Background: an optimization exercise with open tools, aiming at small area. Do not read the settings as production practice.
Only simulation tests tie the RTL to the original design; equivalence was not proved.
Power and IR drop assume default switching activity.

### config.mk
export PLATFORM = sky130hd
export DESIGN_NAME = des_top
export DESIGN_NICKNAME = des_top
export VERILOG_FILES = /design/flow/design.v
export SDC_FILE = /design/flow/constraint.sdc
export NUM_CORES = 4
export LEC_CHECK = 0
export CAP_MARGIN = 20
export CORE_MARGIN = 2
export CORE_UTILIZATION = 40
export SLEW_MARGIN = 20
### constraint.sdc
create_clock -name core_clock -period 10.0 [get_ports {clk}]
set_input_delay 2.0000 -clock core_clock [delete_from_list [all_inputs] [get_ports {clk}]]
set_output_delay 2.0000 -clock core_clock [all_outputs]
set_load 0.01 [all_outputs]
### design.v
package des_pkg;
    typedef logic [63:0] des_block_t;
    typedef logic [31:0] des_half_t;
    typedef logic [63:0] des_key_t;
    typedef logic [55:0] des_cd_t;
    typedef logic [47:0] des_round_key_t;
    typedef logic [3:0]  des_round_t;
    localparam int NUM_ROUNDS = 16;
    typedef enum logic [1:0] {
        IDLE,
        LOAD,
        ROUND,
        DONE
    } des_state_e;
    typedef enum logic [7:0] {
        KEY_HI    = 8'h00,
        KEY_LO    = 8'h04,
        DATA_HI   = 8'h08,
        DATA_LO   = 8'h0C,
        CTRL      = 8'h10,
        STATUS    = 8'h14,
        RESULT_HI = 8'h18,
        RESULT_LO = 8'h1C
    } apb_reg_e;
    localparam logic [511:0] IP_TBL = {
        8'd58, 8'd50, 8'd42, 8'd34, 8'd26, 8'd18, 8'd10, 8'd2, 8'd60, 8'd52, 8'd44, 8'd36, 8'd28, 8'd20, 8'd12, 8'd4,
        8'd62, 8'd54, 8'd46, 8'd38, 8'd30, 8'd22, 8'd14, 8'd6, 8'd64, 8'd56, 8'd48, 8'd40, 8'd32, 8'd24, 8'd16, 8'd8,
        8'd57, 8'd49, 8'd41, 8'd33, 8'd25, 8'd17, 8'd9, 8'd1, 8'd59, 8'd51, 8'd43, 8'd35, 8'd27, 8'd19, 8'd11, 8'd3,
        8'd61, 8'd53, 8'd45, 8'd37, 8'd29, 8'd21, 8'd13, 8'd5, 8'd63, 8'd55, 8'd47, 8'd39, 8'd31, 8'd23, 8'd15, 8'd7
    };
    localparam logic [511:0] FP_TBL = {
        8'd40, 8'd8, 8'd48, 8'd16, 8'd56, 8'd24, 8'd64, 8'd32, 8'd39, 8'd7, 8'd47, 8'd15, 8'd55, 8'd23, 8'd63, 8'd31,
        8'd38, 8'd6, 8'd46, 8'd14, 8'd54, 8'd22, 8'd62, 8'd30, 8'd37, 8'd5, 8'd45, 8'd13, 8'd53, 8'd21, 8'd61, 8'd29,
        8'd36, 8'd4, 8'd44, 8'd12, 8'd52, 8'd20, 8'd60, 8'd28, 8'd35, 8'd3, 8'd43, 8'd11, 8'd51, 8'd19, 8'd59, 8'd27,
        8'd34, 8'd2, 8'd42, 8'd10, 8'd50, 8'd18, 8'd58, 8'd26, 8'd33, 8'd1, 8'd41, 8'd9, 8'd49, 8'd17, 8'd57, 8'd25
    };
    localparam logic [447:0] PC1_TBL = {
        8'd57, 8'd49, 8'd41, 8'd33, 8'd25, 8'd17, 8'd9, 8'd1, 8'd58, 8'd50, 8'd42, 8'd34, 8'd26, 8'd18, 8'd10, 8'd2,
        8'd59, 8'd51, 8'd43, 8'd35, 8'd27, 8'd19, 8'd11, 8'd3, 8'd60, 8'd52, 8'd44, 8'd36, 8'd63, 8'd55, 8'd47, 8'd39,
        8'd31, 8'd23, 8'd15, 8'd7, 8'd62, 8'd54, 8'd46, 8'd38, 8'd30, 8'd22, 8'd14, 8'd6, 8'd61, 8'd53, 8'd45, 8'd37,
        8'd29, 8'd21, 8'd13, 8'd5, 8'd28, 8'd20, 8'd12, 8'd4
    };
    localparam logic [383:0] PC2_TBL = {
        8'd14, 8'd17, 8'd11, 8'd24, 8'd1, 8'd5, 8'd3, 8'd28, 8'd15, 8'd6, 8'd21, 8'd10, 8'd23, 8'd19, 8'd12, 8'd4,
        8'd26, 8'd8, 8'd16, 8'd7, 8'd27, 8'd20, 8'd13, 8'd2, 8'd41, 8'd52, 8'd31, 8'd37, 8'd47, 8'd55, 8'd30, 8'd40,
        8'd51, 8'd45, 8'd33, 8'd48, 8'd44, 8'd49, 8'd39, 8'd56, 8'd34, 8'd53, 8'd46, 8'd42, 8'd50, 8'd36, 8'd29, 8'd32
    };
    localparam logic [383:0] E_TBL = {
        8'd32, 8'd1, 8'd2, 8'd3, 8'd4, 8'd5, 8'd4, 8'd5, 8'd6, 8'd7, 8'd8, 8'd9, 8'd8, 8'd9, 8'd10, 8'd11,
        8'd12, 8'd13, 8'd12, 8'd13, 8'd14, 8'd15, 8'd16, 8'd17, 8'd16, 8'd17, 8'd18, 8'd19, 8'd20, 8'd21, 8'd20, 8'd21,
        8'd22, 8'd23, 8'd24, 8'd25, 8'd24, 8'd25, 8'd26, 8'd27, 8'd28, 8'd29, 8'd28, 8'd29, 8'd30, 8'd31, 8'd32, 8'd1
    };
    localparam logic [255:0] P_TBL = {
        8'd16, 8'd7, 8'd20, 8'd21, 8'd29, 8'd12, 8'd28, 8'd17, 8'd1, 8'd15, 8'd23, 8'd26, 8'd5, 8'd18, 8'd31, 8'd10,
        8'd2, 8'd8, 8'd24, 8'd14, 8'd32, 8'd27, 8'd3, 8'd9, 8'd19, 8'd13, 8'd30, 8'd6, 8'd22, 8'd11, 8'd4, 8'd25
    };
    localparam logic [127:0] SHIFT_TBL = {
        8'd1, 8'd1, 8'd2, 8'd2, 8'd2, 8'd2, 8'd2, 8'd2, 8'd1, 8'd2, 8'd2, 8'd2, 8'd2, 8'd2, 8'd2, 8'd1
    };
    localparam logic [2047:0] SBOX = {
        4'd14, 4'd4, 4'd13, 4'd1, 4'd2, 4'd15, 4'd11, 4'd8, 4'd3, 4'd10, 4'd6, 4'd12, 4'd5, 4'd9, 4'd0, 4'd7,
        4'd0, 4'd15, 4'd7, 4'd4, 4'd14, 4'd2, 4'd13, 4'd1, 4'd10, 4'd6, 4'd12, 4'd11, 4'd9, 4'd5, 4'd3, 4'd8,
        4'd4, 4'd1, 4'd14, 4'd8, 4'd13, 4'd6, 4'd2, 4'd11, 4'd15, 4'd12, 4'd9, 4'd7, 4'd3, 4'd10, 4'd5, 4'd0,
        4'd15, 4'd12, 4'd8, 4'd2, 4'd4, 4'd9, 4'd1, 4'd7, 4'd5, 4'd11, 4'd3, 4'd14, 4'd10, 4'd0, 4'd6, 4'd13,
        4'd15, 4'd1, 4'd8, 4'd14, 4'd6, 4'd11, 4'd3, 4'd4, 4'd9, 4'd7, 4'd2, 4'd13, 4'd12, 4'd0, 4'd5, 4'd10,
        4'd3, 4'd13, 4'd4, 4'd7, 4'd15, 4'd2, 4'd8, 4'd14, 4'd12, 4'd0, 4'd1, 4'd10, 4'd6, 4'd9, 4'd11, 4'd5,
        4'd0, 4'd14, 4'd7, 4'd11, 4'd10, 4'd4, 4'd13, 4'd1, 4'd5, 4'd8, 4'd12, 4'd6, 4'd9, 4'd3, 4'd2, 4'd15,
        4'd13, 4'd8, 4'd10, 4'd1, 4'd3, 4'd15, 4'd4, 4'd2, 4'd11, 4'd6, 4'd7, 4'd12, 4'd0, 4'd5, 4'd14, 4'd9,
        4'd10, 4'd0, 4'd9, 4'd14, 4'd6, 4'd3, 4'd15, 4'd5, 4'd1, 4'd13, 4'd12, 4'd7, 4'd11, 4'd4, 4'd2, 4'd8,
        4'd13, 4'd7, 4'd0, 4'd9, 4'd3, 4'd4, 4'd6, 4'd10, 4'd2, 4'd8, 4'd5, 4'd14, 4'd12, 4'd11, 4'd15, 4'd1,
        4'd13, 4'd6, 4'd4, 4'd9, 4'd8, 4'd15, 4'd3, 4'd0, 4'd11, 4'd1, 4'd2, 4'd12, 4'd5, 4'd10, 4'd14, 4'd7,
        4'd1, 4'd10, 4'd13, 4'd0, 4'd6, 4'd9, 4'd8, 4'd7, 4'd4, 4'd15, 4'd14, 4'd3, 4'd11, 4'd5, 4'd2, 4'd12,
        4'd7, 4'd13, 4'd14, 4'd3, 4'd0, 4'd6, 4'd9, 4'd10, 4'd1, 4'd2, 4'd8, 4'd5, 4'd11, 4'd12, 4'd4, 4'd15,
        4'd13, 4'd8, 4'd11, 4'd5, 4'd6, 4'd15, 4'd0, 4'd3, 4'd4, 4'd7, 4'd2, 4'd12, 4'd1, 4'd10, 4'd14, 4'd9,
        4'd10, 4'd6, 4'd9, 4'd0, 4'd12, 4'd11, 4'd7, 4'd13, 4'd15, 4'd1, 4'd3, 4'd14, 4'd5, 4'd2, 4'd8, 4'd4,
        4'd3, 4'd15, 4'd0, 4'd6, 4'd10, 4'd1, 4'd13, 4'd8, 4'd9, 4'd4, 4'd5, 4'd11, 4'd12, 4'd7, 4'd2, 4'd14,
        4'd2, 4'd12, 4'd4, 4'd1, 4'd7, 4'd10, 4'd11, 4'd6, 4'd8, 4'd5, 4'd3, 4'd15, 4'd13, 4'd0, 4'd14, 4'd9,
        4'd14, 4'd11, 4'd2, 4'd12, 4'd4, 4'd7, 4'd13, 4'd1, 4'd5, 4'd0, 4'd15, 4'd10, 4'd3, 4'd9, 4'd8, 4'd6,
        4'd4, 4'd2, 4'd1, 4'd11, 4'd10, 4'd13, 4'd7, 4'd8, 4'd15, 4'd9, 4'd12, 4'd5, 4'd6, 4'd3, 4'd0, 4'd14,
        4'd11, 4'd8, 4'd12, 4'd7, 4'd1, 4'd14, 4'd2, 4'd13, 4'd6, 4'd15, 4'd0, 4'd9, 4'd10, 4'd4, 4'd5, 4'd3,
        4'd12, 4'd1, 4'd10, 4'd15, 4'd9, 4'd2, 4'd6, 4'd8, 4'd0, 4'd13, 4'd3, 4'd4, 4'd14, 4'd7, 4'd5, 4'd11,
        4'd10, 4'd15, 4'd4, 4'd2, 4'd7, 4'd12, 4'd9, 4'd5, 4'd6, 4'd1, 4'd13, 4'd14, 4'd0, 4'd11, 4'd3, 4'd8,
        4'd9, 4'd14, 4'd15, 4'd5, 4'd2, 4'd8, 4'd12, 4'd3, 4'd7, 4'd0, 4'd4, 4'd10, 4'd1, 4'd13, 4'd11, 4'd6,
        4'd4, 4'd3, 4'd2, 4'd12, 4'd9, 4'd5, 4'd15, 4'd10, 4'd11, 4'd14, 4'd1, 4'd7, 4'd6, 4'd0, 4'd8, 4'd13,
        4'd4, 4'd11, 4'd2, 4'd14, 4'd15, 4'd0, 4'd8, 4'd13, 4'd3, 4'd12, 4'd9, 4'd7, 4'd5, 4'd10, 4'd6, 4'd1,
        4'd13, 4'd0, 4'd11, 4'd7, 4'd4, 4'd9, 4'd1, 4'd10, 4'd14, 4'd3, 4'd5, 4'd12, 4'd2, 4'd15, 4'd8, 4'd6,
        4'd1, 4'd4, 4'd11, 4'd13, 4'd12, 4'd3, 4'd7, 4'd14, 4'd10, 4'd15, 4'd6, 4'd8, 4'd0, 4'd5, 4'd9, 4'd2,
        4'd6, 4'd11, 4'd13, 4'd8, 4'd1, 4'd4, 4'd10, 4'd7, 4'd9, 4'd5, 4'd0, 4'd15, 4'd14, 4'd2, 4'd3, 4'd12,
        4'd13, 4'd2, 4'd8, 4'd4, 4'd6, 4'd15, 4'd11, 4'd1, 4'd10, 4'd9, 4'd3, 4'd14, 4'd5, 4'd0, 4'd12, 4'd7,
        4'd1, 4'd15, 4'd13, 4'd8, 4'd10, 4'd3, 4'd7, 4'd4, 4'd12, 4'd5, 4'd6, 4'd11, 4'd0, 4'd14, 4'd9, 4'd2,
        4'd7, 4'd11, 4'd4, 4'd1, 4'd9, 4'd12, 4'd14, 4'd2, 4'd0, 4'd6, 4'd10, 4'd13, 4'd15, 4'd3, 4'd5, 4'd8,
        4'd2, 4'd1, 4'd14, 4'd7, 4'd4, 4'd10, 4'd8, 4'd13, 4'd15, 4'd12, 4'd9, 4'd0, 4'd3, 4'd5, 4'd6, 4'd11
    };
    function automatic des_block_t ip_perm(input des_block_t din);
        des_block_t dout;
        for (int i = 0; i < 64; i++)
        begin
            dout[63 - i] = din[64 - IP_TBL[(63 - i) * 8 +: 8]];
        end
        ip_perm = dout;
    endfunction
    function automatic des_block_t fp_perm(input des_block_t din);
        des_block_t dout;
        for (int i = 0; i < 64; i++)
        begin
            dout[63 - i] = din[64 - FP_TBL[(63 - i) * 8 +: 8]];
        end
        fp_perm = dout;
    endfunction
    function automatic des_cd_t pc1_perm(input des_key_t din);
        des_cd_t dout;
        for (int i = 0; i < 56; i++)
        begin
            dout[55 - i] = din[64 - PC1_TBL[(55 - i) * 8 +: 8]];
        end
        pc1_perm = dout;
    endfunction
    function automatic des_round_key_t pc2_perm(input des_cd_t din);
        des_round_key_t dout;
        for (int i = 0; i < 48; i++)
        begin
            dout[47 - i] = din[56 - PC2_TBL[(47 - i) * 8 +: 8]];
        end
        pc2_perm = dout;
    endfunction
    function automatic des_round_key_t expand(input des_half_t din);
        des_round_key_t dout;
        for (int i = 0; i < 48; i++)
        begin
            dout[47 - i] = din[32 - E_TBL[(47 - i) * 8 +: 8]];
        end
        expand = dout;
    endfunction
    function automatic des_half_t p_perm(input des_half_t din);
        des_half_t dout;
        for (int i = 0; i < 32; i++)
        begin
            dout[31 - i] = din[32 - P_TBL[(31 - i) * 8 +: 8]];
        end
        p_perm = dout;
    endfunction
    function automatic logic [3:0] sbox_lookup(input int box, input logic [5:0] six);
        sbox_lookup = SBOX[(511 - (box * 64 + 32'({six[5], six[0], six[4:1]}))) * 4 +: 4];
    endfunction
    function automatic logic [1:0] shift_amount(input des_round_t round);
        shift_amount = SHIFT_TBL[(15 - 32'(round)) * 8 +: 2];
    endfunction
endpackage
`timescale 1ns/1ps
module des_key_sched (
    input  logic                    clk,
    input  logic                    reset,
    input  des_pkg::des_key_t       key,
    input  logic                    load,
    input  logic                    step,
    input  des_pkg::des_round_t     round,
    output des_pkg::des_round_key_t round_key
);
    des_pkg::des_cd_t     cd_q;
    des_pkg::des_cd_t     cd_rot;
    logic [27:0] c_half, d_half;
    assign c_half = cd_q[55:28];
    assign d_half = cd_q[27:0];
    always_comb
    begin
        if (des_pkg::shift_amount(round) == 2'd2)
        begin
            cd_rot = {c_half[25:0], c_half[27:26], d_half[25:0], d_half[27:26]};
        end
        else
        begin
            cd_rot = {c_half[26:0], c_half[27], d_half[26:0], d_half[27]};
        end
    end
    assign round_key = des_pkg::pc2_perm(cd_rot);
    always_ff @(posedge clk)
    begin
        if (reset)
        begin
            cd_q <= '0;
        end
        else if (load)
        begin
            cd_q <= des_pkg::pc1_perm(key);
        end
        else if (step)
        begin
            cd_q <= cd_rot;
        end
    end
endmodule
`timescale 1ns/1ps
module des_round (
    input  des_pkg::des_half_t      right,
    input  des_pkg::des_round_key_t round_key,
    output des_pkg::des_half_t      f_out
);
    des_pkg::des_round_key_t mixed;
    des_pkg::des_half_t      sbox_out;
    assign mixed = des_pkg::expand(right) ^ round_key;
    always_comb
    begin
        for (int b = 0; b < 8; b++)
        begin
            sbox_out[31 - 4 * b -: 4] = des_pkg::sbox_lookup(b, mixed[47 - 6 * b -: 6]);
        end
    end
    assign f_out = des_pkg::p_perm(sbox_out);
endmodule
`timescale 1ns/1ps
module des_state (
    input  logic                clk,
    input  logic                reset,
    input  logic                load,
    input  logic                step,
    input  des_pkg::des_block_t block_in,
    input  des_pkg::des_half_t  f_out,
    output des_pkg::des_half_t  right,
    output des_pkg::des_block_t result
);
    des_pkg::des_half_t  l_q, r_q;
    des_pkg::des_block_t ip_blk;
    assign ip_blk = des_pkg::ip_perm(block_in);
    always_ff @(posedge clk)
    begin
        if (reset)
        begin
            l_q <= '0;
            r_q <= '0;
        end
        else if (load)
        begin
            l_q <= ip_blk[63:32];
            r_q <= ip_blk[31:0];
        end
        else if (step)
        begin
            l_q <= r_q;
            r_q <= l_q ^ f_out;
        end
    end
    assign right = r_q;
    assign result = des_pkg::fp_perm({r_q, l_q});
endmodule
`timescale 1ns/1ps
module des_apb_ctrl #(
    parameter int addr_width = 5
) (
    input  logic                    clk,
    input  logic                    reset,
    input  logic [addr_width-1:0]   paddr,
    input  logic                    psel,
    input  logic                    penable,
    input  logic                    pwrite,
    input  des_pkg::des_half_t      pwdata,
    output des_pkg::des_half_t      prdata,
    output logic                    pready,
    output logic                    pslverr,
    input  des_pkg::des_block_t     result,
    output des_pkg::des_key_t       key,
    output des_pkg::des_block_t     block_in,
    output logic                    load,
    output logic                    step,
    output des_pkg::des_round_t     round
);
    des_pkg::des_state_e state;
    des_pkg::apb_reg_e   offset;
    des_pkg::des_half_t  key_hi, key_lo, data_hi, data_lo, result_hi, result_lo;
    des_pkg::des_half_t  rdata;
    logic       wr_en, rd_en, wr_ok, reg_err, start_wr;
    logic       start_q, busy, done;
    assign offset = des_pkg::apb_reg_e'(8'(paddr));
    assign wr_en  = psel && penable && pwrite;
    assign rd_en  = psel && penable && !pwrite;
    always_comb
    begin
        rdata   = '0;
        reg_err = 1'b0;
        case (offset)
            des_pkg::KEY_HI:    begin rdata = key_hi;    reg_err = pwrite && busy; end
            des_pkg::KEY_LO:    begin rdata = key_lo;    reg_err = pwrite && busy; end
            des_pkg::DATA_HI:   begin rdata = data_hi;   reg_err = pwrite && busy; end
            des_pkg::DATA_LO:   begin rdata = data_lo;   reg_err = pwrite && busy; end
            des_pkg::CTRL:      reg_err = pwrite && busy;
            des_pkg::STATUS:    begin rdata = {30'd0, done, busy}; reg_err = pwrite; end
            des_pkg::RESULT_HI: begin rdata = result_hi; reg_err = pwrite; end
            des_pkg::RESULT_LO: begin rdata = result_lo; reg_err = pwrite; end
            default:   reg_err = 1'b1;
        endcase
    end
    assign prdata   = rd_en ? rdata : '0;
    assign pslverr  = psel && penable && reg_err;
    assign pready   = 1'b1;
    assign wr_ok    = wr_en && !reg_err;
    assign start_wr = wr_ok && (offset == des_pkg::CTRL) && pwdata[0];
    always_ff @(posedge clk)
    begin
        if (wr_ok)
        begin
            case (offset)
                des_pkg::KEY_HI:  key_hi  <= pwdata;
                des_pkg::KEY_LO:  key_lo  <= pwdata;
                des_pkg::DATA_HI: data_hi <= pwdata;
                des_pkg::DATA_LO: data_lo <= pwdata;
                default: ;
            endcase
        end
    end
    assign key      = {key_hi, key_lo};
    assign block_in = {data_hi, data_lo};
    assign load     = (state == des_pkg::LOAD);
    assign step     = (state == des_pkg::ROUND);
    always_ff @(posedge clk)
    begin
        if (reset)
        begin
            state   <= des_pkg::IDLE;
            round   <= '0;
            start_q <= 1'b0;
            busy    <= 1'b0;
            done    <= 1'b0;
        end
        else
        begin
            if (start_wr)
            begin
                start_q <= 1'b1;
                busy    <= 1'b1;
                done    <= 1'b0;
            end
            case (state)
                des_pkg::IDLE, des_pkg::DONE:
                begin
                    if (start_q)
                    begin
                        state   <= des_pkg::LOAD;
                        start_q <= 1'b0;
                    end
                end
                des_pkg::LOAD:
                begin
                    state <= des_pkg::ROUND;
                    round <= '0;
                end
                des_pkg::ROUND:
                begin
                    round <= round + 1'b1;
                    if (round == des_pkg::des_round_t'(des_pkg::NUM_ROUNDS - 1))
                    begin
                        state <= des_pkg::DONE;
                        busy  <= 1'b0;
                        done  <= 1'b1;
                    end
                end
                default: state <= des_pkg::IDLE;
            endcase
        end
    end
    always_ff @(posedge clk)
    begin
        if (reset)
        begin
            result_hi <= '0;
            result_lo <= '0;
        end
        else if (state == des_pkg::DONE)
        begin
            result_hi <= result[63:32];
            result_lo <= result[31:0];
        end
    end
endmodule
`timescale 1ns/1ps
module des_top #(
    parameter int addr_width = 5
) (
    input  logic                    clk,
    input  logic                    reset,
    input  logic [addr_width-1:0]   paddr,
    input  logic                    psel,
    input  logic                    penable,
    input  logic                    pwrite,
    input  des_pkg::des_half_t      pwdata,
    output des_pkg::des_half_t      prdata,
    output logic                    pready,
    output logic                    pslverr
);
    des_pkg::des_key_t       key;
    des_pkg::des_block_t     block_in;
    des_pkg::des_block_t     result;
    des_pkg::des_round_t     round;
    des_pkg::des_round_key_t round_key;
    des_pkg::des_half_t      right;
    des_pkg::des_half_t      f_out;
    logic           load;
    logic           step;
    des_apb_ctrl #(
        .addr_width (addr_width)
    ) u_ctrl (
        .clk      (clk),
        .reset    (reset),
        .paddr    (paddr),
        .psel     (psel),
        .penable  (penable),
        .pwrite   (pwrite),
        .pwdata   (pwdata),
        .prdata   (prdata),
        .pready   (pready),
        .pslverr  (pslverr),
        .result   (result),
        .key      (key),
        .block_in (block_in),
        .load     (load),
        .step     (step),
        .round    (round)
    );
    des_key_sched u_key_sched (
        .clk       (clk),
        .reset     (reset),
        .key       (key),
        .load      (load),
        .step      (step),
        .round     (round),
        .round_key (round_key)
    );
    des_round u_round (
        .right     (right),
        .round_key (round_key),
        .f_out     (f_out)
    );
    des_state u_state (
        .clk      (clk),
        .reset    (reset),
        .load     (load),
        .step     (step),
        .block_in (block_in),
        .f_out    (f_out),
        .right    (right),
        .result   (result)
    );
endmodule
### run.sh
#!/bin/bash
# synth_recipe.tcl (not shown) runs the flow's synth.tcl, then flattens the netlist and writes it again
# the make line also repeats each setting of config.mk as NAME=value (left out here)
make -C /OpenROAD-flow-scripts/flow DESIGN_CONFIG=/design/flow/config.mk WORK_HOME=/design/flow/orfs CLKGATE_MAP_FILE= SYNTH_SCRIPT=/design/flow/synth_recipe.tcl finish
==> results.sh <==
export IMPL_cts_tree="yes"
export IMPL_skew_ns=0.0290
export IMPL_numCtsBuffers=35
export IMPL_crit_chain="clkdlybuf4s50_1 > nand2b_1 > nor2_4 > buf_4 > a22oi_1 > a31oi_1 > clkdlybuf4s50_1"
export IMPL_cpLargestDelayFamily="buffers and inverters"
export IMPL_rr_worst_depth=17
export IMPL_startpoint="paddr[3]"
export IMPL_startpoint_type="input port"
export IMPL_htree_levels=2
export IMPL_grt_remaining_overflow=0
export IMPL_hpwl_um=42300
export IMPL_clock_sinks=321
export IMPL_std_cell_rows=81
export IMPL_hold_path_class="reg -> reg"
export IMPL_finalSetupViolCount=0
export IMPL_crit_path_end="prdata[12]"
export IMPL_synth_cell_types=80
export IMPL_period_minus_slack_ns=7.21
export IMPL_path_class="in -> out"
export IMPL_dp_cells=2664
export IMPL_cpPeakStageDelay_ns=0.74
export IMPL_r2r_start="u_ctrl.round[0]$_SDFFE_PP0N_"
export IMPL_power_share_clock=0.197
export IMPL_p_per_area_nw_per_um2=307
export IMPL_cts_hold_buffers=0
export IMPL_layout_drive_gt1_share=0.0996
export IMPL_antenna_found_initial=3
export IMPL_switching_share=0.456
export IMPL_finalSetupTns_ns=0
export IMPL_drc=0
export IMPL_cp_depth=7
export IMPL_crit_arrival_ns=5.21
export IMPL_mostFrequentLayoutCell="nor2_1"
export IMPL_io_pins=76
export IMPL_drv_slew=0
export IMPL_first_pass_iters=6
export IMPL_cp_required_ns=8.00
export IMPL_initial_utilization=0.403
export IMPL_post_cts_setup_buffers=0
export IMPL_worstSkewPairLatency_ns=0.54
export IMPL_core_area_um2=48600
export IMPL_die_area_um2=50800
export IMPL_yosysWarnings=4
export IMPL_pwr_share_comb=0.550
export IMPL_cts_buffer_depth=3
export IMPL_place_congestion=0.899
export IMPL_grt_pass1_vias=15300
export IMPL_crit_buf_inv=3
export IMPL_syn_area_um2=19600
export IMPL_root_buffer="clkbuf_16"
export IMPL_synth_seq_cells=321
export IMPL_ant_nets=0
export IMPL_hold_viol_final=0
export IMPL_die_h_um=225
export IMPL_wirelength_um=62200
export IMPL_syn_inst=2096
export IMPL_max_freq_mhz=139
export IMPL_yosysSeqAreaShare=0.393
export IMPL_grt_max_degree=84
export IMPL_worstHoldPathCells=2
export IMPL_rrSetupSlack_ns=4.66
export IMPL_post_cts_resized=0
export IMPL_finalCritPeriodShare=0.721
export IMPL_r2r_end="u_state.r_q[15]$_SDFFE_PP0N_"
export IMPL_grt_pass1_wl_um=93300
export IMPL_worstSetupEndpointType="primary output"
export IMPL_instances_no_fill=2731
export IMPL_fin_nets=2186
export IMPL_io_buffers=74
export IMPL_rsz0062_at_grt="false"
export IMPL_seq_power_share=0.253
export IMPL_critPathSlowestCell="clkdlybuf4s50_1"
export IMPL_grt_usage=0.240
export IMPL_cap_viol_max_count=0
export IMPL_synth_nets=2201
export IMPL_clk_pin_slew_worst_paths_ns=0.06
export IMPL_intPower_mw=3.69
export IMPL_synth_edf_count=128
export IMPL_ys_flop_type="dfxtp_1"
export IMPL_area_delta_synth_final_pct=12.5
export IMPL_drt_iter0_markers=1678
export IMPL_status="timing/DRC/antenna clean"
export IMPL_relSlewSlack=0.263
export IMPL_avgSynthCellArea_um2=9.36
export IMPL_irDropWorstVdd_v=0.000263
export IMPL_layout_common_cells="nor2_1, mux2i_1, a21oi_1"
export IMPL_via_count=16300
export IMPL_max_slew_worst_pin_slew_ns=1.10
export IMPL_synth_async_reset_ratio=0
export IMPL_p_switching_mw=3.09
export IMPL_p_leak_nw=7.90
export IMPL_chipWidth_um=225
export IMPL_crit_path_frequent_cell="clkdlybuf4s50_1"
export IMPL_wl_per_cell_um=22.8
export IMPL_vias_per_cell=5.97
export IMPL_path_max_fanout=17
metal layers:
metal / vias up / share of wire / global-route usage
met5: - / 0.00037 / 0
met4: 4 / 0.030 / 0.0848
met3: 90 / 0.071 / 0.0379
met2: 585 / 0.46 / 0.382
met1: 7988 / 0.43 / 0.332
li1: 7628 / - / -
how the worst min path moves through the flow:
stage / start / endpoint / slack, ns
final: u_ctrl.result_lo[4]$_SDFFE_PP0N_ / u_ctrl.result_lo[4]$_SDFFE_PP0N_ / 0.50
after global routing: u_ctrl.result_hi[4]$_SDFFE_PP0N_ / u_ctrl.result_hi[4]$_SDFFE_PP0N_ / 0.51
after CTS: u_ctrl.result_hi[20]$_SDFFE_PP0N_ / u_ctrl.result_hi[20]$_SDFFE_PP0N_ / 0.50
after detailed placement: u_ctrl.result_hi[15]$_SDFFE_PP0N_ / u_ctrl.result_hi[15]$_SDFFE_PP0N_ / 0.48
after global placement: u_ctrl.result_hi[14]$_SDFFE_PP0N_ / u_ctrl.result_hi[14]$_SDFFE_PP0N_ / 0.47
after floorplan: u_ctrl.result_hi[1]$_SDFFE_PP0N_ / u_ctrl.result_hi[1]$_SDFFE_PP0N_ / 0.46
worst reg2reg max path, stage by stage (launching register included):
cell	delay, ns
dfxtp_1	0.33
inv_1	0.08
ha_1	0.20
nor2b_4	0.05
o31ai_4	0.21
buf_4	0.46
buf_4	0.69
mux2i_1	0.27
xnor2_2	0.68
inv_1	0.37
ha_1	0.31
nor2_1	0.27
nand2_1	0.14
o211ai_1	0.18
a311oi_1	0.16
a311oi_1	0.52
xor2_1	0.21
o22ai_1	0.10
synth_stat cells (27+ instances only):
master,n,area share
nor2_1,376,0.072
mux2i_1,205,0.10
a21oi_1,198,0.050
dfxtp_1,193,0.20
edfxtp_1,128,0.20
a22oi_1,109,0.042
clkbuf_1,97,0.019
nand2_1,78,0.015
ha_1,63,0.040
xnor2_1,53,0.024
a31oi_1,42,0.013
nand3_1,37,0.0094
nor3_1,37,0.0094
o21ai_0,35,0.0089
xnor2_2,30,0.025
buf_1,28,0.0054
xor2_1,28,0.012
inv_1,27,0.0052
cell type report:
class	count	area, um2
Multi-Input combinational cell	1576	11200
Inverter	38	143
Clock inverter	18	170
Clock buffer	46	1020
Antenna cell	1	2.50
Sequential cell	321	7710
Timing Repair Buffer	109	1040
Fill cell	4691	26600
Tap cell	622	778
cells by family after synthesis:
kind of cell	share of synthesized area
other	0.000191
AOI/OAI and AO/OA	0.185
buffers and inverters	0.0427
adders and majority gates	0.0402
and+or+nand+nor	0.124
muxes	0.137
DFF	0.393
xor gates and xnor gates	0.0780
registers in the layout, indices dropped and copies added, names as in the netlist, 2 cells and up:
signal / cells
u_state.r_q: 32
u_ctrl.key_lo: 32
u_ctrl.data_hi: 32
u_ctrl.round: 4
u_ctrl.state: 2
u_state.l_q: 32
u_ctrl.data_lo: 32
u_ctrl.result_lo: 32
u_key_sched.cd_q: 56
u_ctrl.key_hi: 32
u_ctrl.result_hi: 32
power by group through the flow:
stage | Combinational (mW) | Sequential [mW] | Clock [mW]
after global placement | 3.60 | 1.73 | 0
after floorplan | 2.87 | 1.62 | 0
final | 3.73 | 1.72 | 1.33
after detailed placement | 3.67 | 1.74 | 0
after global routing | 4.08 | 1.73 | 1.40
after CTS | 3.69 | 1.71 | 1.35
metrics by stage:
step | hold slack, ns | power [mW] | cell area [um2] | utilization | setup WS [ns]
after floorplan | 0.460 | 4.49 | 19600 | - | 3.49
after global placement | 0.474 | 5.33 | 20800 | 0.428 | 2.81
after detailed placement | 0.485 | 5.40 | 20800 | 0.428 | 2.74
after CTS | 0.501 | 6.74 | 22000 | 0.452 | 2.74
after global routing | 0.508 | 7.21 | 22100 | 0.454 | 2.67
final | 0.495 | 6.78 | 22100 | 0.454 | 2.79

## static timing again, ports no longer ideal
No port has a modelled driver above. Below, the same layout with a new extraction and two added sets of constraints.
Step 1 (the two cells are an assumption about what drives the block):
set clk [get_ports {clk}]
set_driving_cell -lib_cell sky130_fd_sc_hd__clkbuf_16 $clk
set_driving_cell -lib_cell sky130_fd_sc_hd__buf_2 [delete_from_list [all_inputs] $clk]
Step 2 also shifts input and output timing later by t, the mid clock arrival at the registers, as if the neighbouring blocks saw the same clock.
Slacks: ideal ports / drivers / drivers and shift; pairs: ideal ports / drivers.
shift t [ns]: 0.577
setup WS [ns]: 2.792 / 2.768 / 2.768
worst data-port slew with drivers (ns): 0.11
cell pins on the clock port's net: 1
After both steps setup and hold are still met in this run. The setup slack of this run moves by -0.024 ns with the drivers and by -0.024 ns with both steps.
